Source: an optimization exercise on an open RTL-to-GDS flow (aim: small area, a short achievable clock period and few clock cycles per item). Production flows keep margins and buffers that such runs may drop. Function was checked by simulation only, so behaviour that the tests miss may differ from the original. Power figures rest on the tool's default switching activity, not on a simulated workload.

Design sigmoidLayer, start of the top module:
module sigmoidLayer #(
    parameter int NUM_LANES = 10
) (
    input  logic                                 clk,
    input  logic                                 rst,
    input  logic                                 inValid,
    output logic                                 inReady,
    input  sigmoidPkg::preAct_t [NUM_LANES-1:0] inData,
    output logic                                 outValid,
    input  logic                                 outReady,
    output sigmoidPkg::act_t [NUM_LANES-1:0]    outData
);
export LEC_CHECK = 0
export CAP_MARGIN = 20
export CORE_MARGIN = 2
export CORE_UTILIZATION = 40
export CTS_BUF_LIST = sky130_fd_sc_hd__clkbuf_8
export PLACE_DENSITY = 0.6
export SETUP_SLACK_MARGIN = 1.3
export SLEW_MARGIN = 20
create_clock -name core_clock -period 4.5 [get_ports {clk}]
standard.sh (not shown) runs the stock make flow with config.mk's settings and CLKGATE_MAP_FILE= SYNTH_SCRIPT=/design/flow/synth_recipe.tcl, a recipe that flattens the netlist after the stock synthesis.
==> flow/flow/run.sh <==
#!/bin/bash
# Standard synthesis, then the combinational logic re-mapped by ABC for area (registers kept
# as the standard synthesis made them), then the standard layout from floorplan to finish.
set -euo pipefail
W=$(pwd)
R=$W/orfs/results/${FLOW_PLATFORM}/sigmoidLayer/base
L=$W/orfs/logs/${FLOW_PLATFORM}/sigmoidLayer/base
LIB=$FLOW_HOME/platforms/${FLOW_PLATFORM}/lib/sky130_fd_sc_hd__tt_025C_1v80.lib

# 1. The standard synthesis
bash standard.sh $R/1_2_yosys.v > $W/log_1_synth.txt 2>&1
cp $R/1_2_yosys.v $W/std_1_2_yosys.v

# 2. Re-map the combinational cells for area
python3 $W/flow/mkmap.py $LIB $W/comb_cells.v > $W/log_2_mkmap.txt 2>&1
DONTUSE=$(grep -o -- "-dont_use [A-Za-z0-9_]*" $L/1_2_yosys.log | sort -u | tr '\n' ' ')
if [[ -f $W/flow/remap.abc ]]; then
  cp $W/flow/remap.abc $W/remap.abc
else
  printf 'strash\ndch -f\nmap -a\ntopo\nstime -p\n' > $W/remap.abc
fi
# The logic from the registers to the outputs may get its own (faster) mapping first
OUTPASS=""
if [[ -f $W/flow/remap_out.abc ]]; then
  cp $W/flow/remap_out.abc $W/remap_out.abc
  OUTPASS="select -set oc o:outData %ci*:-sky130_fd_sc_hd__edfxtp_1
abc -liberty $LIB $DONTUSE -script $W/remap_out.abc @oc
select -clear"
fi
# One remap per seed of the area script (4 at a time); keep the smallest
SEEDS=${REMAP_SEEDS:-$(cat $W/flow/remap_seeds 2>/dev/null || echo 1)}
for S in $SEEDS; do
  sed "s/-S [0-9]*/-S $S/" $W/remap.abc > $W/remap_s$S.abc
  cat > $W/remap_s$S.ys <<EOS
read_liberty -lib $LIB
read_verilog $W/std_1_2_yosys.v
hierarchy -top $FLOW_TOP
techmap -map $W/comb_cells.v
techmap
opt -purge
$OUTPASS
abc -liberty $LIB $DONTUSE -script $W/remap_s$S.abc
opt_clean -purge
hilomap -singleton -hicell sky130_fd_sc_hd__conb_1 HI -locell sky130_fd_sc_hd__conb_1 LO
insbuf -buf sky130_fd_sc_hd__buf_4 A X
splitnets
opt_clean -purge
tee -o $W/remap_s$S.stat stat -liberty $LIB
write_verilog -noattr -noexpr -nohex -nodec $W/remap_s$S.v
EOS
  yosys -s $W/remap_s$S.ys > $W/log_2_remap_s$S.txt 2>&1 &
  while (( $(jobs -r | wc -l) >= 4 )); do sleep 1; done
done
wait
BEST=""; BESTA=""
for S in $SEEDS; do
  A=$(grep -o "Chip area for module .*: [0-9.]*" $W/remap_s$S.stat | awk '{print $NF}')
  echo "seed $S area $A" >> $W/log_2_remap_pick.txt
  if [[ -z "$BEST" ]] || python3 -c "import sys; sys.exit(0 if $A < $BESTA else 1)"; then BEST=$S; BESTA=$A; fi
done
echo "picked seed $BEST area $BESTA" >> $W/log_2_remap_pick.txt
cp $W/remap_s$BEST.v $W/remap_1_2_yosys.v
cp $W/remap_1_2_yosys.v $R/1_2_yosys.v
touch $R/1_2_yosys.v

# 3. The standard layout, with the smallest buffer on the ports
export BUFFER_PORTS_ARGS="-buffer_cell ${PORT_BUFFER:-sky130_fd_sc_hd__buf_1}"
bash standard.sh > $W/log_3_layout.txt 2>&1
Other scripts of this flow, unchanged in this note and not shown: flow/flow/mkmap.py, flow/flow/remap.abc, flow/flow/remap_out.abc, flow/flow/remap_seeds
Testbench counts at the start, summed over its fixed seeds: cycles 16,008, beats 16,000.
Rerun with:
--- a/flow/flow/run.sh
+++ b/flow/flow/run.sh
@@ -64,5 +64,5 @@
 touch $R/1_2_yosys.v
 
-# 3. The standard layout, with the smallest buffer on the ports
+if [[ -f $W/flow/skip_tie_fanout ]]; then export SKIP_REPAIR_TIE_FANOUT=1; fi
 export BUFFER_PORTS_ARGS="-buffer_cell ${PORT_BUFFER:-sky130_fd_sc_hd__buf_1}"
 bash standard.sh > $W/log_3_layout.txt 2>&1
==> flow/flow/skip_tie_fanout (new file) <==
tie cells: one for all constant outputs
- SETUP_SLACK_MARGIN: 1.3 -> 1.9
Effect: Power is higher by a little under a tenth. Wire length goes up by a little under a tenth. Maximum frequency increases by roughly a tenth.
Rerun with:
- CORE_UTILIZATION: 40 -> 55
- PLACE_DENSITY: 0.6 -> 0.65
- SETUP_SLACK_MARGIN: 1.9 -> 1.7
- The new run finished clean
- sequential power stays flat
- synthesized area is unchanged
- die area falls by 27%
- global-route usage rose by 5.4 points
- hold slack gets worse by 0.017 ns

-- what the ideal ports hide --
The results above use ideal ports. As a check the final layouts listed here were re-extracted and re-timed, cells and wires unchanged.
Step 1 (the two cells are an assumption about what drives the block):
set clk [get_ports {clk}]
set_driving_cell -lib_cell sky130_fd_sc_hd__clkbuf_16 $clk
set_driving_cell -lib_cell sky130_fd_sc_hd__buf_2 [delete_from_list [all_inputs] $clk]
Step 2 moves the port delays by t, midway between the first and last clock arrival at a register: inputs arrive t later, outputs are due t later. That takes back most of the time a late clock gives input paths.
Slacks: no drivers / after step 1 / after step 2; pairs: no drivers / after step 1.
| run | shift t [ns] | setup slack, ns | worst data-port slew with drivers (ns) |
|---|---|---|---|
| the first run | 0.407 | 1.506 / 1.523 / 1.115 | 0.09 |
| the second run | 0.421 | 1.871 / 1.828 / 1.563 | 0.08 |
| the third run | 0.416 | 1.822 / 1.786 / 1.408 | 0.09 |
After both steps every run listed still meets setup and hold. The setup slack of the third run, which loses most, moves by -0.036 ns with the drivers and by -0.414 ns with both steps.
